Context: an optimization exercise on an open-source flow, tuned for small area. The choices shown serve that exercise and are no tape-out recipe. RTL that was checked went through simulation tests only; none was proved equivalent to the original. Function not checked in runs 1 to 6: the RTL went through the layout flow alone. Power and IR drop assume default switching activity.

--- flow/run.sh ---
#!/bin/bash
# synth_recipe.tcl (not shown) runs the flow's synth.tcl, then flattens the netlist and writes it again
# the make line also repeats each setting of config.mk as NAME=value (left out here)
make -C /OpenROAD-flow-scripts/flow DESIGN_CONFIG=/design/flow/config.mk WORK_HOME=/design/flow/orfs CLKGATE_MAP_FILE= SYNTH_SCRIPT=/design/flow/synth_recipe.tcl finish
--- flow/config.mk ---
export PLATFORM = sky130hd
export DESIGN_NAME = pmp_unit
export DESIGN_NICKNAME = pmp_unit
export VERILOG_FILES = /design/flow/design.v
export SDC_FILE = /design/flow/constraint.sdc
export NUM_CORES = 4
export LEC_CHECK = 0
export CAP_MARGIN = 20
export CORE_MARGIN = 2
export CORE_UTILIZATION = 60
export SLEW_MARGIN = 20
--- flow/constraint.sdc ---
create_clock -name core_clock -period 4.0 [get_ports {clk}]
set_input_delay 0.8000 -clock core_clock [delete_from_list [all_inputs] [get_ports {clk}]]
set_output_delay 0.8000 -clock core_clock [all_outputs]
set_load 0.01 [all_outputs]
--- flow/design.v ---
`default_nettype none
package pmp_pkg;
  typedef enum logic [1:0] {
    CSR_RW = 2'd0,
    CSR_RS = 2'd1,
    CSR_RC = 2'd2
  } csr_op_t;
  typedef enum logic [1:0] {
    OFF   = 2'd0,
    TOR   = 2'd1,
    NA4   = 2'd2,
    NAPOT = 2'd3
  } pmp_mode_t;
  typedef struct packed {
    logic      lock;
    logic [1:0] rsvd;
    pmp_mode_t mode;
    logic      x;
    logic      w;
    logic      r;
  } pmp_cfg_t;
  typedef logic [32-1:0] pmpcfg_word_t;
endpackage
`default_nettype wire
`timescale 1ns/1ps
`default_nettype none
module pmp_unit (
  input  logic                   clk,
  input  logic                   rst_n,
  input  logic                   csr_req,
  input  logic [12-1:0] csr_addr,
  input  pmp_pkg::csr_op_t       csr_op,
  input  logic [32-1:0]       csr_wdata,
  output logic                   csr_ack,
  output logic [32-1:0]       csr_rdata,
  output logic                   csr_invalid,
  input  logic                   lookup_valid,
  input  logic [34-1:0]   lookup_addr,
  output logic                   result_valid,
  output logic                   result_match,
  output logic [3-1:0]  result_index,
  output logic [2:0]             result_perm
);
  logic [31:0]     mscratch_q;
  logic [63:0]     cfg_q;           
  logic [255:0]    addr_q;          
  logic            ms_v;
  logic [1:0]      cfg_v;
  logic [7:0]      addr_v;
  logic [1:0] op;
  assign op = csr_op;
  logic start, op_ok, hi_ok, is_misa, is_ms, is_cfg, is_addr, bad;
  logic [1:0] sel_cfg;
  logic [7:0] sel_addr;
  assign start   = csr_req & ~csr_ack;
  assign op_ok   = ~(op[1] & op[0]);
  assign hi_ok   = (csr_addr[11:8] == 4'h3);
  assign is_misa = hi_ok & (csr_addr[7:0] == 8'h01);
  assign is_ms   = hi_ok & (csr_addr[7:0] == 8'h40);
  assign is_cfg  = hi_ok & (csr_addr[7:1] == 7'b1010_000);
  assign is_addr = hi_ok & (csr_addr[7:3] == 5'b1011_0);
  assign bad     = ~op_ok | ~(is_misa | is_ms | is_cfg | is_addr);
  always_comb begin
    for (int j = 0; j < 2; j++) sel_cfg[j] = is_cfg & (csr_addr[0] == j[0]);
    for (int i = 0; i < 8; i++) sel_addr[i] = is_addr & (csr_addr[2:0] == i[2:0]);
  end
  logic [31:0] old_val, new_val;
  always_comb begin
    old_val = {32{is_misa & op_ok}} & 32'h4014_1100;
    old_val = old_val | ({32{is_ms & ms_v & op_ok}} & mscratch_q);
    for (int j = 0; j < 2; j++)
      old_val = old_val | ({32{sel_cfg[j] & cfg_v[j] & op_ok}} & cfg_q[32*j +: 32]);
    for (int i = 0; i < 8; i++)
      old_val = old_val | ({32{sel_addr[i] & addr_v[i] & op_ok}} & addr_q[32*i +: 32]);
  end
  always_comb begin
    if (op[1]) new_val = old_val & ~csr_wdata;
    else if (op[0]) new_val = old_val | csr_wdata;
    else new_val = csr_wdata;
  end
  logic wr;
  assign wr = start & op_ok;
  always_ff @(posedge clk) begin
    if (wr & is_ms) mscratch_q <= new_val;
    for (int j = 0; j < 2; j++)
      if (wr & sel_cfg[j]) cfg_q[32*j +: 32] <= new_val;
    for (int i = 0; i < 8; i++)
      if (wr & sel_addr[i]) addr_q[32*i +: 32] <= new_val;
  end
  always_ff @(posedge clk or negedge rst_n) begin
    if (!rst_n) begin
      ms_v   <= 1'b0;
      cfg_v  <= '0;
      addr_v <= '0;
    end else begin
      if (wr & is_ms) ms_v <= 1'b1;
      for (int j = 0; j < 2; j++)
        if (wr & sel_cfg[j]) cfg_v[j] <= 1'b1;
      for (int i = 0; i < 8; i++)
        if (wr & sel_addr[i]) addr_v[i] <= 1'b1;
    end
  end
  always_ff @(posedge clk or negedge rst_n) begin
    if (!rst_n) csr_ack <= 1'b0;
    else        csr_ack <= csr_req;
  end
  always_ff @(posedge clk) begin
    if (!csr_ack) begin
      csr_rdata   <= old_val;
      csr_invalid <= bad;
    end
  end
  logic [31:0] w;
  assign w = lookup_addr[33:2];
  logic z1, z0;
  assign z1 = ~|w[31:1];
  assign z0 = z1 & ~w[0];
  logic [7:0] lt, eqm, hit;
  logic [23:0] perm;
  for (genvar i = 0; i < 8; i++) begin : g_ent
    logic [31:0] a;
    logic [7:0]  c;
    logic        cv, napot;
    assign a     = addr_q[32*i +: 32];
    assign c     = cfg_q[8*i +: 8];
    assign cv    = cfg_v[i/4];
    assign napot = c[4] & c[3];
    assign perm[3*i +: 3] = c[2:0];
    logic [31:0] g0, e0;
    logic [15:0] g1, e1;
    logic [7:0]  g2, e2;
    logic [3:0]  g3, e3;
    logic [1:0]  g4, e4;
    logic        g5;
    assign g0 = a & ~w;
    assign e0 = ~(a ^ w);
    for (genvar k = 0; k < 16; k++) begin : l1
      assign g1[k] = g0[2*k+1] | (e0[2*k+1] & g0[2*k]);
      assign e1[k] = e0[2*k+1] & e0[2*k];
    end
    for (genvar k = 0; k < 8; k++) begin : l2
      assign g2[k] = g1[2*k+1] | (e1[2*k+1] & g1[2*k]);
      assign e2[k] = e1[2*k+1] & e1[2*k];
    end
    for (genvar k = 0; k < 4; k++) begin : l3
      assign g3[k] = g2[2*k+1] | (e2[2*k+1] & g2[2*k]);
      assign e3[k] = e2[2*k+1] & e2[2*k];
    end
    for (genvar k = 0; k < 2; k++) begin : l4
      assign g4[k] = g3[2*k+1] | (e3[2*k+1] & g3[2*k]);
      assign e4[k] = e3[2*k+1] & e3[2*k];
    end
    assign g5 = g4[1] | (e4[1] & g4[0]);
    assign lt[i] = addr_v[i] & g5;
    logic [16:0] bp;
    logic [15:0] tm;
    assign bp[0] = napot;
    for (genvar k = 0; k < 16; k++) begin : pf
      assign bp[k+1] = bp[k] & a[2*k] & a[2*k+1];
      assign tm[k] = e1[k] | (bp[k] & (e0[2*k+1] | a[2*k]));
    end
    assign eqm[i] = addr_v[i] ? &tm : (c[3] ? z1 : z0);
    logic tor;
    if (i == 0) begin : g_t0
      assign tor = lt[0];
    end else begin : g_tn
      assign tor = lt[i] & ~lt[i-1];
    end
    always_comb begin
      case (c[4:3])
        2'd1:    hit[i] = cv & tor;
        2'd2,
        2'd3:    hit[i] = cv & eqm[i];
        default: hit[i] = 1'b0;
      endcase
    end
  end
  logic       any_hit;
  logic [2:0] hit_idx;
  logic [2:0] hit_perm;
  always_comb begin
    any_hit  = 1'b0;
    hit_idx  = '0;
    hit_perm = '0;
    for (int i = 7; i >= 0; i--) begin
      if (hit[i]) begin
        any_hit  = 1'b1;
        hit_idx  = i[2:0];
        hit_perm = perm[3*i +: 3];
      end
    end
  end
  logic       s1_valid, s1_match;
  logic [2:0] s1_idx, s1_perm;
  always_ff @(posedge clk or negedge rst_n) begin
    if (!rst_n) begin
      s1_valid     <= 1'b0;
      result_valid <= 1'b0;
    end else begin
      s1_valid     <= lookup_valid;
      result_valid <= s1_valid;
    end
  end
  always_ff @(posedge clk) begin
    s1_match     <= any_hit;
    s1_idx       <= hit_idx;
    s1_perm      <= hit_perm;
    result_match <= s1_match;
    result_index <= s1_idx;
    result_perm  <= s1_perm;
  end
endmodule
`default_nettype wire
==> results of run 1 <==
==> per-stage QoR <==
stage          setup WS (ns)  cell area (µm²)  instances
2_1_floorplan          0.213            23500       2040
3_3_place_gp          -0.444            28600       3016
3_5_place_dp          -0.563            28600       3016
4_1_cts               0.0261            30100       3093
5_1_grt              -0.0286            30300       3100
6_report             -0.0203            30300       3102
==> state kept, by name, indices dropped and copies added, names as in the netlist <==
signal and cells:
ms_v 1, addr_q 256, result_index 3, s1_perm 3
result_valid 1, csr_rdata 32, csr_ack 1, s1_idx 3
csr_invalid 1, mscratch_q 32, cfg_q 64, result_perm 3
addr_v 8, s1_match 1, result_match 1, s1_valid 1
cfg_v 2
==> cell families (layout without fill, tap and decap cells) <==
group                    after synthesis  count (layout)  share of synthesized area [%]
AO/OA/AOI/OAI                        660             660                           19.7
XOR/XNOR                               1               1                         0.0372
adder cells (fa/ha/maj)              256             256                           13.6
buffers and inverters                114             656                           1.88
flip-flops                           413             413                           51.8
other                                  0               2                              0
AND/OR/NAND/NOR                      596             596                           12.9
==> final cells by class <==
type | count | area [µm²]
Tap cell | 518 | 648
Inverter | 69 | 267
Timing Repair Buffer | 510 | 4600
Clock buffer | 57 | 1200
Fill cell | 2255 | 8330
Multi-Input combinational cell | 1513 | 11200
Sequential cell | 413 | 12200
Antenna cell | 2 | 5.00
Clock inverter | 20 | 256
==> Yosys cell counts (all sizes together), types with 5 or more instances <==
cell type / instances
a2111oi: 17
a211o: 6
a211oi: 25
a21boi: 8
a21o: 15
a21oi: 169
a221o: 8
a221oi: 42
a222oi: 60
a22o: 31
a22oi: 19
a31oi: 24
a32oi: 7
and2: 11
and3: 5
and4: 9
clkbuf: 43
dfrtp: 14
dfxtp: 14
edfxtp: 385
ha: 256
inv: 69
nand2: 203
nand2b: 5
nand3: 53
nand4: 108
nor2: 86
nor2b: 6
nor3: 32
nor4: 50
o2111ai: 5
o211ai: 24
o21a: 11
o21ai: 90
o21bai: 10
o221ai: 6
o22ai: 50
o31ai: 9
or2: 10
or4: 7
==> power by group <==
part           internal [mW]  switching (mW)  leakage (nW)  total, mW
logic                  0.451           0.629          7.05       1.08
registers               4.75         0.00743          3.84       4.76
clock network           2.45            1.84         0.695       4.29
==> routing by layer <==
metal  part of all wire, %  global-route usage (%)
met1                    31                    59.4
met2                    43                    77.1
met3                    16                    18.1
met4                   9.8                    38.2
met5                 0.028                       0
==> timing repair <==
action	CTS	global route
hold buffers	0	0
buffers inserted	0	6
endpoints found under the setup margin	0	117
resized for setup	0	38
endpoints found under the hold margin	0	0
==> worst paths after layout <==
path / start / end / slack [ns] / cells past startpoint
min reg2reg: s1_match / result_match / 0.33 / 0
min: s1_match / result_match / 0.33 / 0
max reg2reg: cfg_q[20] / s1_perm[0] / 0.18 / 11
max: lookup_addr[13] / s1_perm[0] / -0.02 / 14
min in group asynchronous: rst_n / csr_ack / 0.73 / 1
max in group asynchronous: rst_n / addr_v[7] / 2.68 / 1
==> impl_metrics.json, run 1 <==
{
  "avgSynthCellArea_um2": 11.5,
  "synthCells": 2040,
  "path_clk_slew_ns": 0.07,
  "tns_ns": -0.0757,
  "syn-num-nets": 2380,
  "dp_hpwl_mm": 78.6,
  "syn_to_final_growth_pct": 28.9,
  "worst_ep_required_time_ns": 4.47,
  "relSlewSlack_pct": 25.1,
  "maxCapViolations": 0,
  "tightest_slew_ns": 1.12,
  "clkLatencyLatePin_ns": 0.60,
  "cts_buffer_depth": 3,
  "synth_edf_count": 385,
  "critPathCaptureType": "flip-flop",
  "io_pins": 126,
  "fin_worst_skew_ns": 0.0256,
  "ys_top_cells_by_area": "edfxtp_1 (49%), ha_1 (14%), a21oi_1 (3.5%), nand2_1 (3.2%), nand4_1 (2.8%)",
  "path_class": "input pin to flip-flop",
  "setup_violations": 11,
  "final_cell_mix": "edfxtp_1 (385), buf_4 (348), ha_1 (254)",
  "critPathTopFamily": "compound AO/OA/AOI/OAI gates",
  "layout_commonest_cell": "edfxtp_1",
  "power_leakage_nw": 11.6,
  "grt_pass1_vias": 23300,
  "crit_chain": "clkdlybuf4s50_1, inv_1, buf_12, ha_1, a21oi_1, o21ai_0, a221oi_1, o21ai_0, o31a_1, a21o_1, buf_4, a21oi_1, o31ai_1, a221oi_1",
  "ys_seq_elements": 413,
  "grt_max_degree": 34,
  "wl_per_cell_um": 34.0,
  "ys_seq_area_share_pct": 51.8,
  "die_y_um": 202,
  "viasPerCell": 7.60,
  "power_density_nw_per_um2": 334,
  "drtPass1Iterations": 14,
  "utilization_pct": 78.5,
  "syn_area_um2": 23500,
  "portBuffers": 123,
  "hold_class": "flip-flop to flip-flop",
  "fmax_mhz": 249,
  "max_stage_delay_ns": 0.50,
  "die_w_um": 202,
  "die_area_um2": 40800,
  "synth_area_leader_cell": "edfxtp_1",
  "critPathSlowestCell": "clkdlybuf4s50_1",
  "antenna_found_initial": 3,
  "vdd_ir_drop_max_v": 0.000356,
  "path_max_fanout": 6,
  "ys_warn_count": 1,
  "rows": 72,
  "drcViolationCount": 0,
  "clock-root-buffer": "clkbuf_16",
  "antenna_left": 0,
  "drv_slew": 0,
  "start_kind": "input pin",
  "first_iter_violations": 4972,
  "finalHoldViolations": 0,
  "core_um2": 38600,
  "overflow": 0,
  "synth.top_cell.area_share_pct": 49.1,
  "wirelength_mm": 105,
  "crit_arrival_ns": 4.49,
  "via_count": 23600,
  "status": "failed layout checks",
  "grt_util_all_layers_pct": 50.8,
  "synth_cell_types": 85,
  "ys.flop_type": "edfxtp_1",
  "nNetsFinal": 2890,
  "gp_congestion": 1.09,
  "start_util_pct": 60.9,
  "cts_inserted_buffers": 43,
  "check-failures": "setup timing",
  "setup_ws_ns": -0.0203,
  "fin_crit_sh_pct": 101,
  "synth-async-reset-ratio_pct": 3.39,
  "power.total_mw": 10.1,
  "worst_hold_slack_ns": 0.328,
  "fin_crit_ns": 4.02,
  "cts_sinks": 413,
  "crit_buf_inv": 4,
  "rsz0062_at_grt": "yes",
  "drive_above_1_share_pct": 21.0,
  "cts_max_level": 2,
  "cts_tree": "built",
  "grt_pass1_wl_mm": 149
}
==> run 2, diff against run 1 <==
--- a/flow/config.mk
+++ b/flow/config.mk
@@ -10,2 +10,3 @@
 export CORE_UTILIZATION = 60
+export GPL_TIMING_DRIVEN = 0
 export SLEW_MARGIN = 20
==> run 2 against run 1 <==
Still fails the layout checks on setup timing. Routed wire length is 1.4% higher. Cell count is 7.2% lower. Critical path depth is 1 higher. First-iteration DRC count is 12% lower. Synthesized area stayed put. Die area stayed put. Largest cell class unchanged.
==> impl_metrics.json, run 2 <==
{
  "crit_arrival_ns": 5.05,
  "synth_most_common_cell": "edfxtp_1",
  "die_y_um": 202,
  "utilization_pct": 76.1,
  "cts_inserted_buffers": 43,
  "drcViolationCount": 0,
  "fin_worst_skew_ns": 0.0370,
  "path_clk_slew_ns": 0.06,
  "check-failures": "setup timing",
  "drtPass1Iterations": 11,
  "drv_slew": 0,
  "setup_violations": 326,
  "tightest_slew_ns": 1.19,
  "reg.largest.list": "addr_q (256), cfg_q (64)",
  "ys_seq_area_share_pct": 51.8,
  "critPathTopFamily": "compound AO/OA/AOI/OAI gates",
  "rows": 72,
  "grt_util_all_layers_pct": 50.4,
  "ctsHoldBuffers": 0,
  "die_area_um2": 40800,
  "tns_ns": -43.87,
  "power.total_mw": 10.0,
  "power_leakage_nw": 10.6,
  "final_area_um2": 29400,
  "synth.top_cell.area_share_pct": 49.1,
  "synth_edf_count": 385,
  "wirelength_mm": 107,
  "r2r-end": "s1_perm[2]",
  "grt_max_degree": 28,
  "grt_pass1_wl_mm": 146,
  "multi_input_area_um2": 11800,
  "cts_sinks": 413,
  "ys_top_cells_by_area": "edfxtp_1 (49%), ha_1 (14%), a21oi_1 (3.5%), nand2_1 (3.2%), nand4_1 (2.8%)",
  "ff2ff_setup_slack_ns": -0.03,
  "final_cell_mix": "edfxtp_1 (385), ha_1 (251), nand2_1 (198)",
  "synth_common_cells": "edfxtp_1 (385), ha_1 (256), nand2_1 (198)",
  "critPathCaptureType": "flip-flop",
  "hold_class": "flip-flop to flip-flop",
  "r2r_start": "cfg_q[43]",
  "core_um2": 38600,
  "fin_crit_ns": 4.61,
  "ys_warn_count": 1,
  "synth_area_leader_cell": "edfxtp_1",
  "setup_ws_ns": -0.606,
  "status": "failed layout checks",
  "syn_area_um2": 23500,
  "path_class": "input pin to flip-flop",
  "gp_congestion": 1.11,
  "maxCapViolations": 0,
  "max_stage_delay_ns": 0.92,
  "clkLatencyLatePin_ns": 0.61,
  "synth_cell_types": 85,
  "finalHoldViolations": 0,
  "overflow": 0,
  "syn_to_final_growth_pct": 25.1,
  "crit_chain": "clkdlybuf4s50_1, clkinvlp_4, buf_4, buf_4, ha_1, nand2_1, nor3_1, o21ai_0, a21oi_2, nor4_2, a21o_1, buf_6, nor4b_4, a221oi_2, o221ai_2",
  "syn-num-nets": 2380,
  "avgSynthCellArea_um2": 11.5,
  "final_cells": 2880,
  "dp_hpwl_mm": 76.4,
  "portBuffers": 122,
  "cts_tree": "built",
  "cts_max_level": 2,
  "cpMostUsedCell": "buf_4",
  "vdd_ir_drop_max_v": 0.000340,
  "layout_commonest_cell": "edfxtp_1",
  "io_pins": 126,
  "clock-root-buffer": "clkbuf_16",
  "fin_crit_sh_pct": 115,
  "crit_buf_inv": 5,
  "viasPerCell": 7.92,
  "fmax_mhz": 217,
  "antenna_left": 0,
  "wl_per_cell_um": 37.1,
  "synthCells": 2040,
  "min_from": "s1_perm[2]",
  "grt_pass1_vias": 21900,
  "cts_buffer_depth": 3,
  "antenna_found_initial": 1,
  "dpl_cell_area_um2": 25900,
  "nNetsFinal": 2667,
  "ff2ff_path_depth": 10,
  "start_util_pct": 60.9,
  "synth-async-reset-ratio_pct": 3.39,
  "first_iter_violations": 4398,
  "largest_register_ffs": 256,
  "dp_cells": 2698,
  "drive_above_1_share_pct": 16.4,
  "critPathSlowestCell": "o21ai_0",
  "worstHoldEndpoint": "result_perm[2]",
  "seq_area_um2": 12200,
  "path_max_fanout": 9,
  "worst_ep_required_time_ns": 4.45,
  "relSlewSlack_pct": 20.0,
  "ys.flop_type": "edfxtp_1",
  "start_kind": "input pin",
  "die_w_um": 202,
  "regMostFlops": "addr_q",
  "nFillCells": 2395,
  "power_density_nw_per_um2": 341,
  "ys_seq_elements": 413,
  "holdPathStages": 0,
  "via_count": 22800
}
run 2: cell type report:
class                   count  area share [%]
multi-input cells        1513            40.0
well taps                 518            2.20
clock buffers              58            4.02
inverters                  69            1.17
clock inverters            21           0.808
diodes                      1         0.00850
flip-flops and latches    413            41.4
plain buffers              45           0.778
repair buffers            242            9.54
run 2: logic make-up after synthesis:
family / share of synthesized area (%)
AO/OA/AOI/OAI: 19.7
AND/OR/NAND/NOR: 12.9
flip-flops: 51.8
XOR/XNOR: 0.0372
adder cells (fa/ha/maj): 13.6
buffers and inverters: 1.88
run 2: power breakdown:
part	internal, mW	switching [mW]
clock network	2.35	1.81
logic	0.426	0.671
registers	4.75	0.00810
run 2: worst max-delay path by stage:
stage                          startpoint     endpoint  slack, ns  cells past startpoint
after floorplan               csr_addr[3]  addr_q[100]       0.21                      4
after global placement        csr_addr[0]  addr_q[112]      -2.26                     10
after detailed placement      csr_addr[9]   addr_q[24]      -1.97                     11
after CTS                 lookup_addr[24]   s1_perm[1]      0.008                     14
after global routing      lookup_addr[24]   s1_perm[1]      -0.67                     15
final                     lookup_addr[24]   s1_perm[1]      -0.61                     15
run 2: what timing repair did:
action	in CTS	in global routing
setup buffers	57	44
resized for setup	143	82
endpoints found under the hold margin	0	0
pin swaps	5	19
endpoints found under the setup margin	373	357
run 2: layer usage:
metal,global-route usage [%],share of wire [%],vias up,wire (µm)
met5,0,0.012,-,13
met4,42.7,11,2,12100
met3,15.4,16,715,17000
met2,77.1,43,2306,45700
met1,58.0,30,10700,32100
li1,-,-,9050,-
run 2: metrics by stage:
step                hold slack, ns  setup WS [ns]
floorplan                    0.310          0.213
global placement             0.312          -2.26
detailed placement           0.316          -1.97
CTS                          0.330        0.00759
global route                 0.335         -0.670
finish                       0.330         -0.606
==> run 3, diff against run 2 <==
==> flow/flow/run.sh (new file) <==
#!/bin/bash
set -euo pipefail
export BUFFER_PORTS_ARGS="-buffer_cell sky130_fd_sc_hd__buf_2"
export CTS_ARGS="-sink_clustering_enable -repair_clock_nets -dont_use_dummy_load"
bash standard.sh > make_finish.log 2>&1
==> flow/standard.sh (new file) <==
#!/bin/bash
# synth_recipe.tcl (not shown) runs the flow's synth.tcl, then flattens the netlist and writes it again
# the make line also repeats each setting of config.mk as NAME=value (left out here)
make -C /OpenROAD-flow-scripts/flow DESIGN_CONFIG=/design/flow/config.mk WORK_HOME=/design/flow/orfs CLKGATE_MAP_FILE= SYNTH_SCRIPT=/design/flow/synth_recipe.tcl "${@:-finish}"
removed: flow/run.sh
==> run 3 against run 2 <==
The layout still fails its checks (setup timing). Combinational power down 14%. Register-to-register slack got worse by 0.08 ns. Global-route usage barely moved. Setup slack improved by 0.22 ns. Critical path depth down 4. Non-clock buffer count decreased by 70. Total power down 7.2%. Fmax increased by 5.0%. First-iteration DRC count fell by 3.3%.
==> impl_metrics.json, run 3 <==
{
  "synth_edf_count": 385,
  "fin_crit_sh_pct": 110,
  "clkLatencyLatePin_ns": 0.62,
  "utilization_pct": 70.9,
  "worst_hold_slack_ns": 0.139,
  "first_iter_violations": 4254,
  "ys.flop_type": "edfxtp_1",
  "check-failures": "setup timing",
  "wirelength_mm": 107,
  "setup_violations": 290,
  "synth_cell_types": 85,
  "regMostFlops": "addr_q",
  "rsz0062_at_grt": "yes",
  "cts_buffer_depth": 3,
  "fin_crit_ns": 4.39,
  "grt_pass1_wl_mm": 145,
  "final_area_um2": 27400,
  "nNetsFinal": 2598,
  "largest_register_ffs": 256,
  "path_class": "input pin to flip-flop",
  "syn_to_final_growth_pct": 16.4,
  "hold_class": "input pin to async pin",
  "syn_area_um2": 23500,
  "syn-num-nets": 2380,
  "cts_max_level": 2,
  "viasPerCell": 8.07,
  "critPathCaptureType": "flip-flop",
  "grtUsageMet1_pct": 57.4,
  "clock-root-buffer": "clkbuf_16",
  "fmax_mhz": 228,
  "avgSynthCellArea_um2": 11.5,
  "cts_inserted_buffers": 44,
  "ctsHoldBuffers": 0,
  "power_leakage_nw": 9.95,
  "fin_worst_skew_ns": 0.0619,
  "use_met3_pct": 17.9,
  "path_max_fanout": 11,
  "final_cell_mix": "edfxtp_1 (385), ha_1 (253), nand2_1 (198)",
  "layout_commonest_cell": "edfxtp_1",
  "grt_max_degree": 29,
  "setup_ws_ns": -0.386,
  "path_clk_slew_ns": 0.07,
  "die_w_um": 202,
  "grt_pass1_vias": 21200,
  "drive_above_1_share_pct": 16.4,
  "nFillCells": 2604,
  "portBuffers": 122,
  "start_kind": "input pin",
  "ys_top_cells_by_area": "edfxtp_1 (49%), ha_1 (14%), a21oi_1 (3.5%), nand2_1 (3.2%), nand4_1 (2.8%)",
  "busiest_layer": "met2",
  "wl_per_cell_um": 38.5,
  "die_area_um2": 40800,
  "synth_common_cells": "edfxtp_1 (385), ha_1 (256), nand2_1 (198)",
  "finalHoldViolations": 0,
  "antenna_found_initial": 3,
  "synth.top_cell.area_share_pct": 49.1,
  "start_util_pct": 60.9,
  "core_um2": 38600,
  "tightest_slew_ns": 1.27,
  "dpl_cell_area_um2": 25200,
  "io_pins": 126,
  "worst_ep_required_time_ns": 4.32,
  "dp_hpwl_mm": 77.2,
  "overflow": 0,
  "ys_seq_area_share_pct": 51.8,
  "status": "failed layout checks",
  "synth_area_leader_cell": "edfxtp_1",
  "via_count": 22400,
  "synth-async-reset-ratio_pct": 3.39,
  "synthCells": 2040,
  "drtPass1Iterations": 13,
  "ys_seq_elements": 413,
  "cts_sinks": 413,
  "power_density_nw_per_um2": 340,
  "gp_congestion": 1.08,
  "synth_most_common_cell": "edfxtp_1",
  "ff2ff_path_depth": 10,
  "vdd_ir_drop_max_v": 0.000403,
  "crit_arrival_ns": 4.71,
  "reg.largest.list": "addr_q (256), cfg_q (64)",
  "grt_util_all_layers_pct": 50.4,
  "drv_slew": 0,
  "rows": 72,
  "use_met2_pct": 76.5,
  "drcViolationCount": 0,
  "ys_warn_count": 1,
  "die_y_um": 202,
  "relSlewSlack_pct": 15.3,
  "maxCapViolations": 0,
  "cts_tree": "built",
  "antenna_left": 0,
  "place_ws_ns": -1.92
}
[run 3: power breakdown]
part	switching [mW]	total, mW	internal (mW)	leakage (nW)
Sequential	0.00743	4.76	4.75	3.84
Combinational	0.646	0.947	0.301	5.56
Clock	1.66	3.59	1.92	0.542
Total	2.32	9.30	6.98	9.95
[run 3: critical path, stage by stage]
cell	delay [ns]
clkbuf_2	0.50
a21oi_2	0.35
nand2_1	0.22
nor2_4	0.10
clkbuf_2	0.33
clkbuf_2	0.32
a222oi_1	0.78
nand4_1	0.59
a21oi_1	0.43
a21oi_4	0.06
buf_12	0.22
[run 3: worst paths after layout]
kind,slack (ns),to,start
hold / removal,0.14,addr_v[3],rst_n
setup / recovery,-0.39,addr_q[65],csr_op[1]
max in group asynchronous,3.51,addr_v[6],rst_n
min in group core_clock,0.30,s1_valid,lookup_valid
setup reg to reg,-0.11,s1_perm[2],cfg_q[43]
hold reg to reg,0.33,result_index[0],s1_idx[0]
[run 3: timing repair]
item                                    CTS  global route
gates resized for setup                  67            61
setup buffers                            12            27
pin swaps                                 1             2
endpoints found under the setup margin  368           305
[run 3: metal layers]
metal | share of wire [%] | vias to the layer above
met3 | 16 | 717
li1 | - | 8878
met2 | 43 | 2334
met1 | 31 | 10500
met5 | 0.069 | -
met4 | 11 | 4
[run 3: per-stage QoR]
step	instances	setup TNS [ns]	power (mW)
6_report	2778	-48.69	9.30
5_1_grt	2774	-18.75	9.38
4_1_cts	2747	0	9.06
3_5_place_dp	2692	-496.03	5.61
3_3_place_gp	2680	-963.80	5.58
2_1_floorplan	2040	0	5.25
[run 3: logic make-up (layout without fill, tap and decap cells)]
| group | count (synthesis) | count (layout) | synth area share, % |
|---|---|---|---|
| AOI/OAI and AO/OA | 660 | 660 | 19.7 |
| xor gates and xnor gates | 1 | 1 | 0.0372 |
| adders and majority gates | 256 | 256 | 13.6 |
| buffers and inverters | 114 | 330 | 1.88 |
| DFF | 413 | 413 | 51.8 |
| other | 0 | 4 | 0 |
| and+or+nand+nor | 596 | 596 | 12.9 |
[run 3: final cells by class]
| cell class | instances | area, µm² | share of cell area (%) |
|---|---|---|---|
| buffer | 44 | 218 | 0.795 |
| antenna | 4 | 10.0 | 0.0366 |
| inverter | 69 | 300 | 1.10 |
| sequential | 413 | 12200 | 44.5 |
| tap | 518 | 648 | 2.37 |
| timing repair buffer | 173 | 1420 | 5.18 |
| clock buffer | 44 | 1100 | 4.02 |
| multi-input combinational | 1513 | 11500 | 42.0 |
==> run 4, diff against run 3 <==
--- a/flow/design.v
+++ b/flow/design.v
@@ -75,7 +75,6 @@
   end
-  always_comb begin
-    if (op[1]) new_val = old_val & ~csr_wdata;
-    else if (op[0]) new_val = old_val | csr_wdata;
-    else new_val = csr_wdata;
-  end
+  logic [31:0] keep, set;
+  assign keep = op[1] ? ~csr_wdata : {32{op[0]}};
+  assign set  = op[1] ? 32'h0 : csr_wdata;
+  assign new_val = (old_val & keep) | set;
   logic wr;
==> flow/flow/run.sh (replaced) <==
#!/bin/bash
# The standard layout with these changes:
#  - synthesis maps logic with an area-oriented ABC script (flow/area.abc) instead of
#    ORFS's speed script; everything else in synthesis is the standard flow's own script
#  - ports are buffered with buf_2 rather than the default buffer cell
#  - CTS inserts no dummy loads
set -euo pipefail
here=$(pwd)
export BUFFER_PORTS_ARGS="-buffer_cell sky130_fd_sc_hd__buf_2"
export CTS_ARGS="-sink_clustering_enable -repair_clock_nets -dont_use_dummy_load"
export AREA_ABC_SCRIPT="$here/flow/area.abc"
# The standard flow's synthesis script with abc's script swapped
{ echo "proc abc {args} { set i [lsearch -exact \$args -script]; if {\$i >= 0} { lset args [expr {\$i + 1}] \$::env(AREA_ABC_SCRIPT) }; yosys abc {*}\$args }"; cat synth_recipe.tcl; } > synth_area.tcl
sed "s#SYNTH_SCRIPT=[^ ]*#SYNTH_SCRIPT=$here/synth_area.tcl#" standard.sh > standard_area.sh
grep -q "SYNTH_SCRIPT=$here/synth_area.tcl" standard_area.sh
bash standard_area.sh > make_finish.log 2>&1
==> flow/flow/area.abc (new file) <==
&get -n
&st
&dch -f
&nf -R 1000
&st
&dch -f
&nf -R 1000
&put
topo
stime -c
--- a/flow/config.mk
+++ b/flow/config.mk
@@ -9,4 +9,4 @@
 export CORE_MARGIN = 2
-export CORE_UTILIZATION = 60
-export GPL_TIMING_DRIVEN = 0
+export CORE_UTILIZATION = 55
+export SETUP_SLACK_MARGIN = 0.1
 export SLEW_MARGIN = 20
==> run 4 against run 3 <==
Still fails the layout checks on setup timing. Die area increased by 4.9%. Combinational power up 12%. Critical path type is now flip-flop to flip-flop. First-iteration DRC count shrank 13%. Via count rose by 6.3%. Critical path depth grew 12. Largest cell class unchanged. Global-route usage grew 1.3 points.
==> impl_metrics.json, run 4 <==
{
  "status": "failed layout checks",
  "check-failures": "setup timing",
  "setup_ws_ns": -0.676,
  "grt_pass1_vias": 23100,
  "portBuffers": 123,
  "synth_area_leader_cell": "edfxtp_1",
  "synth-async-reset-ratio_pct": 3.39,
  "antenna_left": 0,
  "cts_buffer_depth": 3,
  "grt_util_all_layers_pct": 51.7,
  "ys.flop_type": "edfxtp_1",
  "ys_seq_area_share_pct": 53.9,
  "dp_hpwl_mm": 81.4,
  "largest_register_ffs": 256,
  "cts_sinks": 413,
  "path_class": "flip-flop to flip-flop",
  "crit_chain": "nand4_1, nor2_2, and3_4, and3_1, and3_4, and3_4, and3_4, and3_4, and3_4, and3_4, and3_4, and3_4, nand3_4, a2111oi_4, nand2_2, o311ai_4, and3_4, a21oi_2, o221ai_1, o211ai_1, o211ai_1, o211ai_1, nand2_1",
  "wirelength_mm": 112,
  "nNetsFinal": 3090,
  "wl_per_cell_um": 34.1,
  "ff2ff_path_depth": 23,
  "ff2ff_setup_slack_ns": -0.68,
  "drv_slew": 0,
  "syn-num-nets": 2249,
  "gp_congestion": 1.09,
  "ctsHoldBuffers": 0,
  "drcViolationCount": 0,
  "regMostFlops": "addr_q",
  "start_util_pct": 55.6,
  "synthCells": 1909,
  "syn_area_um2": 22600,
  "avgSynthCellArea_um2": 11.9,
  "io_pins": 126,
  "worst_hold_slack_ns": 0.105,
  "final_cell_mix": "buf_4 (646), edfxtp_1 (385), ha_1 (222)",
  "start_kind": "flip-flop",
  "first_iter_violations": 3694,
  "max_stage_delay_ns": 0.39,
  "ys_warn_count": 1,
  "cts_inserted_buffers": 46,
  "fmax_mhz": 214,
  "drtPass1Iterations": 9,
  "die_area_um2": 42800,
  "die_w_um": 207,
  "critPathCaptureType": "flip-flop",
  "syn_to_final_growth_pct": 41.9,
  "fin_crit_sh_pct": 117,
  "core_um2": 40700,
  "fin_worst_skew_ns": 0.0738,
  "power_leakage_nw": 13.1,
  "synth_cell_types": 53,
  "critPathTopFamily": "simple AND/OR/NAND/NOR gates",
  "synth.top_cell.area_share_pct": 51.1,
  "critPathSlowestCell": "edfxtp_1",
  "synth_edf_count": 385,
  "r2r_start": "addr_q[225]",
  "synth_most_common_cell": "edfxtp_1",
  "vdd_ir_drop_max_v": 0.000392,
  "drive_above_1_share_pct": 38.6,
  "viasPerCell": 7.25,
  "relSlewSlack_pct": 25.6,
  "crit_buf_inv": 0,
  "via_count": 23800,
  "tightest_slew_ns": 1.12,
  "ys_seq_elements": 413,
  "r2r-end": "s1_perm[1]",
  "synth_common_cells": "edfxtp_1 (385), ha_1 (256), a21oi_1 (195)",
  "die_y_um": 207,
  "path_clk_slew_ns": 0.06,
  "reg.largest.list": "addr_q (256), cfg_q (64)",
  "hold_class": "input pin to async pin",
  "rsz0062_at_grt": "yes",
  "setup_violations": 7,
  "path_max_fanout": 4,
  "cts_max_level": 2,
  "power_density_nw_per_um2": 295,
  "maxCapViolations": 0,
  "layout_commonest_cell": "buf_4",
  "place_ws_ns": -2.00,
  "power.total_mw": 9.49,
  "antenna_found_initial": 12,
  "rows": 74,
  "crit_arrival_ns": 5.25,
  "overflow": 0,
  "ys_top_cells_by_area": "edfxtp_1 (51%), ha_1 (14%), a21oi_1 (4.3%), a22oi_1 (3.3%), nand2_1 (2.6%)",
  "worst_ep_required_time_ns": 4.57,
  "cts_tree": "built",
  "grt_pass1_wl_mm": 155,
  "grt_max_degree": 34,
  "clock-root-buffer": "clkbuf_16",
  "finalHoldViolations": 0,
  "fin_crit_ns": 4.68,
  "clkLatencyLatePin_ns": 0.63,
  "cpMostUsedCell": "and3_4"
}
## run 4: logic make-up (layout without fill, tap and decap cells)
kind of cell / Yosys count / in the layout / share of synthesized area (%)
AOI/OAI and AO/OA: 644 / 644 / 19.2
adders and majority gates: 256 / 256 / 14.2
buffers and inverters: 49 / 888 / 0.813
DFF: 413 / 413 / 53.9
other: 0 / 7 / 0
and+or+nand+nor: 547 / 547 / 12.0
## run 4: worst max path at each step
stage | cells past startpoint | start | endpoint
final | 23 | addr_q[225] | s1_perm[1]
after global routing | 23 | addr_q[225] | s1_perm[1]
after CTS | 27 | addr_q[161] | s1_perm[1]
after detailed placement | 29 | lookup_addr[2] | s1_perm[0]
after global placement | 29 | lookup_addr[2] | s1_perm[0]
after floorplan | 4 | csr_addr[11] | addr_q[100]
## run 4: cell type report
type	count	area, µm²
Fill cell	2420	8610
Tap cell	532	666
Multi-Input combinational cell	1447	11900
Sequential cell	413	12200
Timing Repair Buffer	793	5880
Clock buffer	46	1150
Antenna cell	7	17.5
Inverter	49	273
## run 4: what timing repair did
action / in CTS / in global routing
setup buffers: 19 / 20
cloned: 0 / 0
setup endpoints to repair: 7 / 7
resized for setup: 129 / 150
pin swaps: 74 / 82
## run 4: per-stage QoR
stage	util (%)	std cells	instance area (µm²)	TNS, ns
after global routing	78.8	3281	32100	-3.90
after global placement	72.1	3198	29400	-11.46
after CTS	76.7	3263	31200	-3.19
after detailed placement	72.1	3198	29400	-12.22
final	78.9	3287	32100	-3.23
after floorplan	-	1909	23000	-60.34
## run 4: where the power goes
part           switching (mW)  internal [mW]  total, mW  leakage, nW
Sequential            0.00442           4.73       4.74         4.09
Clock                    1.69           2.01       3.69        0.567
Combinational           0.634          0.429       1.06         8.46
Total                    2.32           7.17       9.49         13.1
## run 4: routing by layer
layer | GRT usage, % | routed length [µm] | part of all wire (%) | vias up
met5 | 0 | 57 | 0.051 | -
met2 | 75.4 | 46700 | 42 | 2262
met1 | 61.8 | 37500 | 33 | 11300
met3 | 19.6 | 17100 | 15 | 660
met4 | 39.7 | 10900 | 9.7 | 8
li1 | - | - | - | 9610
==> run 5, diff against run 4 <==
==> flow/flow/area.abc (replaced) <==
&get -n
&st
&dch
&nf
&st
&syn2
&if -g -K 6
&synch2
&nf
&st
&syn2
&if -g -K 6
&synch2
&nf
&st
&dch -f
&nf -R 30
&put
topo
stime -c
--- a/flow/config.mk
+++ b/flow/config.mk
@@ -9,3 +9,3 @@
 export CORE_MARGIN = 2
-export CORE_UTILIZATION = 55
+export CORE_UTILIZATION = 50
 export SETUP_SLACK_MARGIN = 0.1
==> run 5 against run 4 <==
Setup slack better by 0.58 ns. Hold slack improved by 0.053 ns. Critical endpoint is now addr_q[18]. Still fails the layout checks on setup timing. Design area shrank 4.5%. Largest power group unchanged. Fmax is 14% higher. Register-to-register slack better by 0.79 ns. Flip-flop and latch count is the same. First-iteration DRC count is 40% higher. Total power increased by 0.20%.
==> impl_metrics.json, run 5 <==
{
  "drtPass1Iterations": 9,
  "clock-root-buffer": "clkbuf_16",
  "synth_area_leader_cell": "edfxtp_1",
  "final_area_um2": 30700,
  "critPathSlowestCell": "a22o_1",
  "syn_area_um2": 22900,
  "die_area_um2": 47600,
  "path_max_fanout": 12,
  "wl_per_cell_um": 39.7,
  "ys_warn_count": 1,
  "finalHoldViolations": 0,
  "tightest_slew_ns": 1.37,
  "synth_cell_types": 59,
  "fin_crit_sh_pct": 102,
  "ff2ff_path_depth": 17,
  "grt_max_degree": 34,
  "fin_crit_ns": 4.10,
  "ys_seq_area_share_pct": 53.2,
  "power_leakage_nw": 12.2,
  "relSlewSlack_pct": 8.42,
  "synth_most_common_cell": "edfxtp_1",
  "ys.flop_type": "edfxtp_1",
  "fin_worst_skew_ns": 0.0397,
  "ys_top_cells_by_area": "edfxtp_1 (50%), ha_1 (14%), a21oi_1 (3.8%), nand2_1 (2.7%), a222oi_1 (2.4%)",
  "first_iter_violations": 5178,
  "check-failures": "setup timing",
  "synthCells": 1952,
  "cts_buffer_depth": 3,
  "die_w_um": 218,
  "vdd_ir_drop_max_v": 0.000352,
  "grt_pass1_wl_mm": 173,
  "path_clk_slew_ns": 0.06,
  "grt_util_all_layers_pct": 53.6,
  "cts_sinks": 413,
  "syn-num-nets": 2292,
  "io_pins": 126,
  "drcViolationCount": 0,
  "power.total_mw": 9.51,
  "place_ws_ns": -0.894,
  "hold_class": "input pin to async pin",
  "setup_ws_ns": -0.0959,
  "ff2ff_setup_slack_ns": 0.11,
  "path_class": "input pin to flip-flop",
  "viasPerCell": 7.48,
  "dpl_cell_area_um2": 28600,
  "rows": 78,
  "regMostFlops": "addr_q",
  "cts_inserted_buffers": 45,
  "start_kind": "input pin",
  "synth.top_cell.area_share_pct": 50.4,
  "clkLatencyLatePin_ns": 0.61,
  "drv_slew": 0,
  "grt_pass1_vias": 22300,
  "dp_hpwl_mm": 98.4,
  "start_util_pct": 50.6,
  "cts_max_level": 2,
  "tns_ns": -1.11,
  "cp-endpoint": "addr_q[18]",
  "portBuffers": 123,
  "maxCapViolations": 0,
  "nFillCells": 3375,
  "fmax_mhz": 244,
  "worst_hold_slack_ns": 0.158,
  "syn_to_final_growth_pct": 33.9,
  "setup_violations": 21,
  "final_cell_mix": "buf_4 (498), edfxtp_1 (385), ha_1 (234)",
  "synth_edf_count": 385,
  "reg.largest.list": "addr_q (256), cfg_q (64)",
  "r2r-end": "s1_perm[1]",
  "crit_arrival_ns": 4.33,
  "gp_congestion": 1.24,
  "rsz0062_at_grt": "no",
  "antenna_left": 0,
  "largest_register_ffs": 256,
  "critPathLaunch": "csr_addr[3]",
  "avgSynthCellArea_um2": 11.7,
  "synth-async-reset-ratio_pct": 3.39,
  "max_stage_delay_ns": 0.85,
  "cts_tree": "built",
  "core_um2": 45300,
  "power_density_nw_per_um2": 310,
  "critPathCaptureType": "flip-flop",
  "ys_seq_elements": 413,
  "via_count": 24400,
  "drive_above_1_share_pct": 31.6,
  "nNetsFinal": 2995,
  "crit_chain": "buf_2, nor3_1, nand3_1, nor4_1, and3_2, buf_4, a221o_1, a21oi_1, nand4_1, a22o_1",
  "r2r_start": "addr_q[187]",
  "layout_commonest_cell": "buf_4",
  "die_y_um": 218,
  "antenna_found_initial": 6,
  "status": "failed layout checks",
  "ctsHoldBuffers": 0,
  "worst_ep_required_time_ns": 4.24,
  "synth_common_cells": "edfxtp_1 (385), ha_1 (256), a21oi_1 (175)",
  "overflow": 0,
  "wirelength_mm": 129
}
[run 5: stage by stage]
step	cells	utilization (%)
CTS	3238	66.1
global placement	3188	63.1
global route	3253	67.8
floorplan	1952	-
detailed placement	3188	63.1
finish	3258	67.8
[run 5: final cells by class]
class,count,area (µm²),share of cell area (%)
diodes,5,12.5,0.0408
inverters,52,234,0.762
clock buffers,45,1130,3.67
repair buffers,656,4980,16.2
flip-flops and latches,413,12200,39.7
multi-input cells,1487,11400,37.1
well taps,600,751,2.45
[run 5: where the power goes]
group,switching (mW),leakage [nW],internal (mW),total (mW)
combinational,0.668,7.56,0.416,1.08
clock,1.72,0.555,1.97,3.68
sequential,0.00555,4.05,4.74,4.74
[run 5: cells by family after synthesis]
logic type / after synthesis / share of synthesized area (%)
compound gates: 641 / 19.1
fa+ha+maj: 256 / 14.0
buf+inv: 52 / 0.851
flops: 413 / 53.2
mux: 3 / 0.142
simple gates: 587 / 12.8
[run 5: routing by layer]
layer | vias to the layer above | global-route usage, % | share of wire [%]
met1 | 11600 | 66.3 | 34
met4 | 2 | 37.9 | 9.8
met5 | - | 0 | 0.010
li1 | 9532 | - | -
met3 | 673 | 26.2 | 18
met2 | 2524 | 72.7 | 39
[run 5: worst min-delay path by stage]
stage	from	end	cells past startpoint
6_report	rst_n	cfg_v[0]	1
5_1_grt	rst_n	cfg_v[1]	1
4_1_cts	rst_n	cfg_v[1]	1
3_5_place_dp	s1_idx[0]	result_index[0]	0
3_3_place_gp	s1_idx[0]	result_index[0]	0
2_1_floorplan	s1_idx[0]	result_index[0]	0
[run 5: worst max-delay path, delay by kind of cell]
kind / cells / cell delay, ns
compound gates: 3 / 1.18
simple gates: 5 / 1.79
buf+inv: 2 / 0.53
[run 5: repair_timing]
item                       4_1_cts  5_1_grt
buffers inserted                 5       15
pin swaps                       15       59
setup endpoints to repair        7        7
gates resized for setup         53      137
==> run 6, diff against run 5 <==
--- a/flow/config.mk
+++ b/flow/config.mk
@@ -10,2 +10,3 @@
 export CORE_UTILIZATION = 50
+export GPL_TIMING_DRIVEN = 0
 export SETUP_SLACK_MARGIN = 0.1
==> run 6 against run 5 <==
Highest routed layer unchanged. Clock skew fell by 0.010 ns. Sequential share of layout area rose by 4.6 points. Still fails the layout checks on setup timing. Cell count fell by 14%. Largest power group unchanged. Clock power fell by 4%.
==> impl_metrics.json, run 6 <==
{
  "status": "failed layout checks",
  "check-failures": "setup timing",
  "synth_common_cells": "edfxtp_1 (385), ha_1 (256), a21oi_1 (175)",
  "viasPerCell": 7.68,
  "maxCapViolations": 0,
  "fin_crit_ns": 4.09,
  "fin_worst_skew_ns": 0.0294,
  "start_kind": "flip-flop",
  "die_area_um2": 47600,
  "rows": 78,
  "power_leakage_nw": 10.0,
  "overflow": 0,
  "grt_pass1_vias": 20200,
  "ys_warn_count": 1,
  "grt_max_degree": 33,
  "largest_register_ffs": 256,
  "finalHoldViolations": 0,
  "syn-num-nets": 2292,
  "final_cell_mix": "edfxtp_1 (385), ha_1 (239), a21oi_1 (173)",
  "critPathCaptureType": "flip-flop",
  "ys_seq_elements": 413,
  "synth.top_cell.area_share_pct": 50.4,
  "use_met2_pct": 66.3,
  "cts_max_level": 2,
  "clock-root-buffer": "clkbuf_16",
  "synth_most_common_cell": "edfxtp_1",
  "place_ws_ns": -2.40,
  "r2r_start": "addr_q[140]",
  "via_count": 21500,
  "clkLatencyLatePin_ns": 0.59,
  "drive_above_1_share_pct": 17.9,
  "synth_edf_count": 385,
  "relSlewSlack_pct": 22.9,
  "tns_ns": -0.210,
  "first_iter_violations": 3883,
  "portBuffers": 123,
  "ff2ff_setup_slack_ns": -0.09,
  "diodes": 0,
  "fmax_mhz": 244,
  "reg.largest.list": "addr_q (256), cfg_q (64)",
  "synthCells": 1952,
  "io_pins": 126,
  "grt_util_all_layers_pct": 47.1,
  "regMostFlops": "addr_q",
  "avgSynthCellArea_um2": 11.7,
  "ys_seq_area_share_pct": 53.2,
  "setup_violations": 3,
  "syn_to_final_growth_pct": 19.9,
  "synth_cell_types": 59,
  "path_max_fanout": 6,
  "core_um2": 45300,
  "synth-async-reset-ratio_pct": 3.39,
  "path_class": "flip-flop to flip-flop",
  "crit_arrival_ns": 4.56,
  "cts_inserted_buffers": 44,
  "drcViolationCount": 0,
  "r2r-end": "s1_perm[1]",
  "drv_slew": 0,
  "vdd_ir_drop_max_v": 0.000297,
  "start_util_pct": 50.6,
  "nNetsFinal": 2538,
  "grtUsageMet1_pct": 61.2,
  "cts_sinks": 413,
  "wl_per_cell_um": 40.5,
  "antenna_found_initial": 6,
  "worst_ep_required_time_ns": 4.47,
  "hold_class": "input pin to async pin",
  "use_met3_pct": 15.7,
  "die_y_um": 218,
  "worst_hold_slack_ns": 0.108,
  "drtPass1Iterations": 8,
  "busiest_layer": "met2",
  "ys.flop_type": "edfxtp_1",
  "ys_top_cells_by_area": "edfxtp_1 (50%), ha_1 (14%), a21oi_1 (3.8%), nand2_1 (2.7%), a222oi_1 (2.4%)",
  "die_w_um": 218,
  "nFillCells": 3623,
  "cts_buffer_depth": 3,
  "wirelength_mm": 113,
  "power_density_nw_per_um2": 329,
  "ff2ff_path_depth": 12,
  "dp_hpwl_mm": 84.6,
  "syn_area_um2": 22900,
  "fin_crit_sh_pct": 102,
  "path_clk_slew_ns": 0.05,
  "tightest_slew_ns": 1.16,
  "cts_tree": "built",
  "antenna_left": 0,
  "gp_congestion": 1.06,
  "grt_pass1_wl_mm": 153,
  "setup_ws_ns": -0.0917,
  "layout_commonest_cell": "edfxtp_1",
  "synth_area_leader_cell": "edfxtp_1",
  "rsz0062_at_grt": "yes"
}
==> run 6: changes by cell type in the layout (fill, tap and decap cells not counted), moves of 5 or more <==
cell and change:
ha_1 +5, buf_4 -456, clkinv_1 -19, o21ai_1 -8, diode_2 -5, clkinv_2 +6
buf_16 +8, o21ai_0 +9, buf_6 -9, clkinv_4 +16, and3_1 -6
==> run 6: cell families (layout without fill, tap and decap cells) <==
logic type	count (synthesis)	in the layout	synth area share [%]
adder cells (fa/ha/maj)	256	256	14.0
buffers and inverters	52	296	0.851
AO/OA/AOI/OAI	641	641	19.1
flip-flops	413	413	53.2
multiplexers	3	3	0.142
AND/OR/NAND/NOR	587	587	12.8
==> run 6: worst max path at each step <==
stage | start | to | slack (ns)
5_1_grt | cfg_q[28] | s1_perm[1] | -0.06
3_3_place_gp | csr_addr[3] | addr_q[167] | -2.60
3_5_place_dp | lookup_addr[7] | s1_perm[1] | -2.40
2_1_floorplan | lookup_addr[23] | s1_perm[2] | 0.10
6_report | addr_q[140] | s1_perm[1] | -0.09
4_1_cts | addr_q[89] | s1_perm[1] | 0.006
==> run 6: stage by stage <==
| step | instances | utilization, % | total power, mW | instance area, µm² |
|---|---|---|---|---|
| final | 2796 | 60.7 | 9.04 | 27500 |
| after global routing | 2796 | 60.7 | 9.20 | 27500 |
| after CTS | 2780 | 59.7 | 8.95 | 27000 |
| after detailed placement | 2707 | 55.5 | 5.50 | 25100 |
| after global placement | 2675 | 53.7 | 5.48 | 24300 |
| after floorplan | 1952 | - | 5.20 | 23000 |
==> run 6: worst max-delay path, stage by stage (launching register included) <==
cell	delay, ns
edfxtp_1	0.48
nand4_1	0.17
or2_0	0.32
or4_4	0.62
o21ai_1	0.25
o2111ai_1	0.24
nor4_2	0.45
o2111ai_2	0.26
o211ai_1	0.35
nand3_2	0.22
o21ai_0	0.17
nor3_1	0.08
o32a_1	0.36
==> run 6: where the power goes <==
group	switching [mW]	total, mW	internal, mW
Clock	1.61	3.54	1.92
Combinational	0.516	0.758	0.242
Sequential	0.00641	4.74	4.74
==> run 6: area by class of cell <==
type	instances	area, µm²	area share (%)
Sequential cell	413	12200	44.4
Multi-Input combinational cell	1487	11400	41.6
Timing Repair Buffer	200	1670	6.08
Clock buffer	44	1100	4.01
Tap cell	600	751	2.73
Inverter	52	349	1.27
==> run 6: timing repair <==
action / in CTS / in global routing
endpoints found under the setup margin: 31 / 40
hold buffers: 0 / 0
setup buffers: 29 / 16
pin swaps: 23 / 27
resized for setup: 136 / 61
hold endpoints to repair: 0 / 0
==> run 6: per-layer routing <==
metal | routed length, µm | part of all wire, %
met1 | 40100 | 35
met5 | 54 | 0.048
met2 | 45900 | 41
met3 | 17600 | 16
met4 | 9480 | 8.4
==> run 7, diff against run 6 <==
--- a/flow/design.v
+++ b/flow/design.v
@@ -153,10 +153,25 @@
     assign lt[i] = addr_v[i] & g5;
-    logic [16:0] bp;
-    logic [15:0] tm;
-    assign bp[0] = napot;
-    for (genvar k = 0; k < 16; k++) begin : pf
-      assign bp[k+1] = bp[k] & a[2*k] & a[2*k+1];
-      assign tm[k] = e1[k] | (bp[k] & (e0[2*k+1] | a[2*k]));
-    end
-    assign eqm[i] = addr_v[i] ? &tm : (c[3] ? z1 : z0);
+    logic [15:0] ap1, f1;
+    logic [7:0]  ap2, f2;
+    logic [3:0]  ap3, f3;
+    logic [1:0]  ap4, f4;
+    logic        f5;
+    for (genvar k = 0; k < 16; k++) begin : n1
+      assign ap1[k] = a[2*k] & a[2*k+1];
+      assign f1[k]  = e0[2*k+1] | a[2*k];
+    end
+    for (genvar k = 0; k < 8; k++) begin : n2
+      assign ap2[k] = ap1[2*k] & ap1[2*k+1];
+      assign f2[k]  = f1[2*k] & (e1[2*k+1] | (ap1[2*k] & f1[2*k+1]));
+    end
+    for (genvar k = 0; k < 4; k++) begin : n3
+      assign ap3[k] = ap2[2*k] & ap2[2*k+1];
+      assign f3[k]  = f2[2*k] & (e2[2*k+1] | (ap2[2*k] & f2[2*k+1]));
+    end
+    for (genvar k = 0; k < 2; k++) begin : n4
+      assign ap4[k] = ap3[2*k] & ap3[2*k+1];
+      assign f4[k]  = f3[2*k] & (e3[2*k+1] | (ap3[2*k] & f3[2*k+1]));
+    end
+    assign f5 = f4[0] & (e4[1] | (ap4[0] & f4[1]));
+    assign eqm[i] = addr_v[i] ? (napot ? f5 : (e4[1] & e4[0])) : (c[3] ? z1 : z0);
     logic tor;
--- a/flow/config.mk
+++ b/flow/config.mk
@@ -10,4 +10,5 @@
 export CORE_UTILIZATION = 50
+export CTS_BUF_LIST = sky130_fd_sc_hd__clkbuf_4 sky130_fd_sc_hd__clkbuf_8
 export GPL_TIMING_DRIVEN = 0
-export SETUP_SLACK_MARGIN = 0.1
+export SETUP_SLACK_MARGIN = 0.15
 export SLEW_MARGIN = 20
==> run 7 against run 6 <==
The run now finishes clean. Die area fell by 1.1%. First-iteration DRC count fell by 20%. Flip-flop and latch count did not move. Critical path type is now input pin to flip-flop. Highest routed layer is now met4.
==> impl_metrics.json, run 7 <==
{
  "path_clk_slew_ns": 0.06,
  "crit_chain": "buf_2, nor2_1, nand3_1, nor4_1, and3_4, buf_16, a22oi_1, o21ai_0, a21oi_1, nand4_1, a22o_1",
  "synth.top_cell.area_share_pct": 51.0,
  "status": "complete, no violations",
  "fin_crit_ns": 3.93,
  "start_util_pct": 50.3,
  "path_max_fanout": 17,
  "dp_hpwl_mm": 70.1,
  "critPathCaptureType": "flip-flop",
  "viasPerCell": 7.30,
  "power_leakage_nw": 9.92,
  "maxCapViolations": 0,
  "vdd_ir_drop_max_v": 0.000369,
  "dpl_cell_area_um2": 25000,
  "layout_commonest_cell": "edfxtp_1",
  "grt_pass1_vias": 18700,
  "max_stage_delay_ns": 0.76,
  "setup_violations": 0,
  "die_w_um": 217,
  "cts_buffer_depth": 3,
  "avgSynthCellArea_um2": 12.0,
  "core_um2": 45100,
  "cts_tree": "built",
  "synth-async-reset-ratio_pct": 3.39,
  "final_cell_mix": "edfxtp_1 (385), ha_1 (255), a21oi_1 (161)",
  "synth_area_leader_cell": "edfxtp_1",
  "tightest_slew_ns": 1.18,
  "first_iter_violations": 3105,
  "grt_pass1_wl_mm": 131,
  "antenna_left": 0,
  "overflow": 0,
  "synth_most_common_cell": "edfxtp_1",
  "final_area_um2": 26600,
  "r2r_start": "addr_q[159]",
  "portBuffers": 123,
  "gp_congestion": 1.01,
  "io_pins": 126,
  "ys_top_cells_by_area": "edfxtp_1 (51%), ha_1 (14%), a21oi_1 (3.6%), nand4_1 (3.0%), a222oi_1 (2.6%)",
  "cts_inserted_buffers": 46,
  "drtPass1Iterations": 8,
  "die_area_um2": 47100,
  "syn-num-nets": 2236,
  "clock-root-buffer": "clkbuf_16",
  "largest_register_ffs": 256,
  "power.total_mw": 9.01,
  "ff2ff_path_depth": 15,
  "relSlewSlack_pct": 20.6,
  "ys.flop_type": "edfxtp_1",
  "grt_util_all_layers_pct": 39.3,
  "power_density_nw_per_um2": 339,
  "finalHoldViolations": 0,
  "clkLatencyLatePin_ns": 0.60,
  "drive_above_1_share_pct": 14.5,
  "synth_cell_types": 55,
  "ys_warn_count": 1,
  "tns_ns": 0,
  "hold_class": "input pin to async pin",
  "regMostFlops": "addr_q",
  "ys_seq_elements": 413,
  "antenna_found_initial": 2,
  "ys_seq_area_share_pct": 53.8,
  "crit_arrival_ns": 4.23,
  "grt_max_degree": 22,
  "reg.largest.list": "addr_q (256), cfg_q (64)",
  "r2r-end": "s1_perm[2]",
  "drv_slew": 0,
  "wirelength_mm": 93.1,
  "fin_worst_skew_ns": 0.0567,
  "worst_hold_slack_ns": 0.157,
  "start_kind": "input pin",
  "fmax_mhz": 255,
  "utilization_pct": 58.9,
  "synth_edf_count": 385,
  "via_count": 19800,
  "wl_per_cell_um": 34.3,
  "nNetsFinal": 2452,
  "fin_crit_sh_pct": 98.2,
  "cts_max_level": 2,
  "drcViolationCount": 0,
  "die_y_um": 217,
  "synth_common_cells": "edfxtp_1 (385), ha_1 (256), a21oi_1 (164)",
  "synthCells": 1896,
  "ff2ff_setup_slack_ns": 0.20,
  "cts_sinks": 413,
  "critPathSlowestCell": "nor4_1",
  "path_class": "input pin to flip-flop",
  "syn_area_um2": 22700,
  "syn_to_final_growth_pct": 17.1,
  "ctsHoldBuffers": 0,
  "rows": 78,
  "rsz0062_at_grt": "yes",
  "worst_ep_required_time_ns": 4.30
}
run 7: cell types whose count changed after synthesis, sizes merged, moves of 20 or more:
| cell | change |
|---|---|
| a221oi | +25 |
| a22o | +23 |
| o22ai | -24 |
| a22oi | -44 |
| a21boi | -25 |
| nand4 | +20 |
run 7: area by class of cell:
type                       count  area (µm²)
tap                          600         751
antenna                        2        5.00
inverter                      49         244
timing repair buffer         168        1530
multi-input combinational   1434       10700
clock buffer                  46        1150
sequential                   413       12200
fill                        3702       18500
run 7: what timing repair did:
action                     4_1_cts  5_1_grt
gates resized for setup         64       36
pin swaps                        2        6
cloned                           0        0
buffers inserted                 3        3
setup endpoints to repair       60       17
run 7: routing by layer:
layer | share of wire [%] | vias to the layer above | global-route usage, % | wire, µm
li1 | - | 8367 | - | -
met4 | 5.0 | 0 | 17.1 | 4670
met1 | 40 | 9804 | 55.1 | 37000
met2 | 43 | 1389 | 57.9 | 39700
met3 | 13 | 248 | 9.67 | 11900
met5 | 0 | - | 0 | 0
run 7: per-stage QoR:
step / worst slack (ns) / instances
2_1_floorplan: 0.176 / 1896
3_3_place_gp: -2.92 / 2619
3_5_place_dp: -1.50 / 2658
4_1_cts: 0.133 / 2707
5_1_grt: 0.105 / 2710
6_report: 0.0720 / 2712
run 7: cell families (layout without fill, tap and decap cells):
logic type | count (synthesis) | count (layout) | share of synthesized area (%)
AOI/OAI and AO/OA | 614 | 614 | 18.7
and+or+nand+nor | 564 | 564 | 12.6
buffers and inverters | 49 | 263 | 0.811
other | 0 | 2 | 0
DFF | 413 | 413 | 53.8
adders and majority gates | 256 | 256 | 14.1
run 7: power breakdown:
group	total [mW]	internal (mW)	leakage, nW	switching [mW]
Sequential	4.73	4.73	4.09	0.00370
Combinational	0.640	0.209	5.26	0.431
Clock	3.64	2.01	0.567	1.63
run 7: worst max path at each step:
stage                      end  slack, ns             from  cells past startpoint
finish              addr_q[68]       0.07      csr_addr[0]                     11
global placement    addr_q[48]      -2.92      csr_addr[3]                     10
floorplan           s1_perm[2]       0.18  lookup_addr[33]                     16
CTS                 s1_perm[2]       0.13  lookup_addr[33]                     17
detailed placement  s1_perm[2]      -1.50  lookup_addr[11]                     16
global route        s1_perm[2]       0.11  lookup_addr[32]                     17
run 7: critical path, delay by kind of cell:
kind / cells / cell delay [ns]
and+or+nand+nor: 5 / 1.99
AOI/OAI and AO/OA: 4 / 0.93
buffers and inverters: 2 / 0.46
==> run 8, diff against run 7 <==
--- a/flow/config.mk
+++ b/flow/config.mk
@@ -10,3 +10,2 @@
 export CORE_UTILIZATION = 50
-export CTS_BUF_LIST = sky130_fd_sc_hd__clkbuf_4 sky130_fd_sc_hd__clkbuf_8
 export GPL_TIMING_DRIVEN = 0
==> run 8 against run 7 <==
Global-route usage unchanged. Routed wire length unchanged. Largest cell class unchanged. Critical endpoint unchanged. Synthesized area is the same. Flip-flop and latch count unchanged. Clock power about the same. Critical path depth did not move. Die area stayed put. Sequential share of layout area did not move.
==> impl_metrics.json, run 8 <==
{
  "status": "complete, no violations",
  "portBuffers": 123,
  "worst_hold_slack_ns": 0.157,
  "relSlewSlack_pct": 20.6,
  "fmax_mhz": 255,
  "power.total_mw": 9.01,
  "regMostFlops": "addr_q",
  "hold_class": "input pin to async pin",
  "reg.largest.list": "addr_q (256), cfg_q (64)",
  "r2r-end": "s1_perm[2]",
  "overflow": 0,
  "synth_cell_types": 55,
  "antenna_found_initial": 2,
  "fin_crit_sh_pct": 98.2,
  "syn_to_final_growth_pct": 17.1,
  "crit_arrival_ns": 4.23,
  "finalHoldViolations": 0,
  "r2r_start": "addr_q[159]",
  "die_w_um": 217,
  "setup_violations": 0,
  "syn_area_um2": 22700,
  "synth_most_common_cell": "edfxtp_1",
  "ff2ff_path_depth": 15,
  "ys_top_cells_by_area": "edfxtp_1 (51%), ha_1 (14%), a21oi_1 (3.6%), nand4_1 (3.0%), a222oi_1 (2.6%)",
  "drv_slew": 0,
  "grt_pass1_vias": 18700,
  "worst_ep_required_time_ns": 4.30,
  "synth-async-reset-ratio_pct": 3.39,
  "ys_seq_elements": 413,
  "ys_seq_area_share_pct": 53.8,
  "rows": 78,
  "dp_hpwl_mm": 70.1,
  "grt_pass1_wl_mm": 131,
  "first_iter_violations": 3105,
  "cts_tree": "built",
  "tightest_slew_ns": 1.18,
  "fin_crit_ns": 3.93,
  "start_util_pct": 50.3,
  "final_cell_mix": "edfxtp_1 (385), ha_1 (255), a21oi_1 (161)",
  "cts_buffer_depth": 3,
  "viasPerCell": 7.30,
  "grt_util_all_layers_pct": 39.3,
  "power_density_nw_per_um2": 339,
  "rsz0062_at_grt": "yes",
  "largest_register_ffs": 256,
  "drcViolationCount": 0,
  "critPathSlowestCell": "nor4_1",
  "core_um2": 45100,
  "io_pins": 126,
  "dp_cells": 2658,
  "ctsHoldBuffers": 0,
  "drtPass1Iterations": 8,
  "cts_sinks": 413,
  "die_y_um": 217,
  "power_leakage_nw": 9.92,
  "cts_max_level": 2,
  "avgSynthCellArea_um2": 12.0,
  "start_kind": "input pin",
  "synth.top_cell.area_share_pct": 51.0,
  "die_area_um2": 47100,
  "ys.flop_type": "edfxtp_1",
  "clkLatencyLatePin_ns": 0.60,
  "crit_chain": "buf_2, nor2_1, nand3_1, nor4_1, and3_4, buf_16, a22oi_1, o21ai_0, a21oi_1, nand4_1, a22o_1",
  "synth_edf_count": 385,
  "path_class": "input pin to flip-flop",
  "nFillCells": 3702,
  "via_count": 19800,
  "max_stage_delay_ns": 0.76,
  "cp-endpoint": "addr_q[68]",
  "gp_congestion": 1.01,
  "ff2ff_setup_slack_ns": 0.20,
  "wirelength_mm": 93.1,
  "cts_inserted_buffers": 46,
  "layout_commonest_cell": "edfxtp_1",
  "synthCells": 1896,
  "syn-num-nets": 2236,
  "fin_worst_skew_ns": 0.0567,
  "synth_area_leader_cell": "edfxtp_1",
  "critPathCaptureType": "flip-flop",
  "drive_above_1_share_pct": 14.5,
  "final_cells": 2712,
  "wl_per_cell_um": 34.3,
  "nNetsFinal": 2452,
  "path_clk_slew_ns": 0.06,
  "synth_common_cells": "edfxtp_1 (385), ha_1 (256), a21oi_1 (164)",
  "grt_max_degree": 22,
  "clock-root-buffer": "clkbuf_16",
  "antenna_left": 0,
  "vdd_ir_drop_max_v": 0.000369,
  "maxCapViolations": 0,
  "tns_ns": 0,
  "path_max_fanout": 17,
  "critPathLaunch": "csr_addr[0]",
  "ys_warn_count": 1
}
## run 8: cell counts in the layout (fill, tap and decap cells not counted)
Identical to the previous run, type by type.
## run 8: worst min-delay path by stage
stage / depth (start not counted) / slack, ns / to
2_1_floorplan: 0 / 0.31 / result_index[0]
3_3_place_gp: 0 / 0.31 / result_perm[2]
3_5_place_dp: 0 / 0.31 / result_match
4_1_cts: 1 / 0.15 / addr_v[5]
5_1_grt: 1 / 0.17 / result_valid
6_report: 1 / 0.16 / result_valid
## run 8: kinds of logic (layout without fill, tap and decap cells)
group	count (synthesis)	count (layout)	synth area share, %
buf+inv	49	263	0.811
fa+ha+maj	256	256	14.1
flops	413	413	53.8
other cells	0	2	0
simple gates	564	564	12.6
compound gates	614	614	18.7
## run 8: metrics by stage
stage          utilization [%]  setup WS (ns)  instance area [µm²]
5_1_grt                   58.9          0.105                26600
6_report                  58.9         0.0720                26600
4_1_cts                   58.5          0.133                26400
3_5_place_dp              55.5          -1.50                25000
2_1_floorplan                -          0.176                22700
3_3_place_gp              53.4          -2.92                24100
## run 8: final cells by class
type | count | area [µm²] | area share, %
diodes | 2 | 5.00 | 0.0188
multi-input cells | 1434 | 10700 | 40.3
well taps | 600 | 751 | 2.83
inverters | 49 | 244 | 0.918
flip-flops and latches | 413 | 12200 | 45.9
repair buffers | 168 | 1530 | 5.75
clock buffers | 46 | 1150 | 4.33
## run 8: critical path, delay by kind of cell
family / cells / cell delay, ns
AOI/OAI and AO/OA: 4 / 0.93
buffers and inverters: 2 / 0.46
and+or+nand+nor: 5 / 1.99
## run 8: metal layers
layer	part of all wire (%)	global-route usage [%]	up-vias	wire length, µm
met5	0	0	-	0
li1	-	-	8367	-
met3	13	9.67	248	11900
met2	43	57.9	1389	39700
met4	5.0	17.1	0	4670
met1	40	55.1	9804	37000
## run 8: what timing repair did
action,4_1_cts,5_1_grt
endpoints found under the setup margin,60,17
gates cloned,0,0
buffers inserted,3,3
gates resized for setup,64,36
pin swaps,2,6
## run 8: report_power, final
group | switching (mW) | internal [mW]
combinational | 0.431 | 0.209
sequential | 0.00370 | 4.73
clock | 1.63 | 2.01
total | 2.07 | 6.95

re-timing with driven ports:
Ports are ideal in the flow. The routed layouts listed here were re-timed in OpenROAD. Step 1: set_driving_cell puts a clkbuf_16 on clk and a buf_2 on each other input, an assumption about the parent block. Step 2 moves the port delays by t, midway between the first and last clock arrival at a register: inputs arrive t later, outputs are due t later. That takes back most of the time a late clock gives input paths. a / b / c = ideal / step 1 / step 2; a / b = the first two.
| run | t (ns) | setup slack, ns | worst setup path after step 2 | latest minus earliest clock arrival (ns) |
|---|---|---|---|---|
| run 1 | 0.645 | -0.020 / 0.011 / -0.634 | input to register | 0.026 / 0.026 |
| run 2 | 0.655 | -0.606 / -0.573 / -1.228 | input to register | 0.038 / 0.038 |
| run 3 | 0.643 | -0.386 / -0.355 / -0.999 | input to register | 0.062 / 0.063 |
| run 4 | 0.658 | -0.676 / -0.676 / -1.219 | input to register | 0.073 / 0.074 |
| run 5 | 0.651 | -0.096 / -0.059 / -0.710 | input to register | 0.041 / 0.041 |
| run 6 | 0.641 | -0.092 / -0.092 / -0.621 | input to register | 0.033 / 0.032 |
| run 7 | 0.631 | 0.072 / 0.114 / -0.517 | input to register | 0.060 / 0.060 |
| run 8 | 0.631 | 0.072 / 0.114 / -0.517 | input to register | 0.060 / 0.060 |
Met with ideal ports but missed after step 2: setup timing in run 7 and run 8. The setup slack of run 2, which loses most, moves by +0.033 ns with the drivers and by -0.622 ns with both steps.
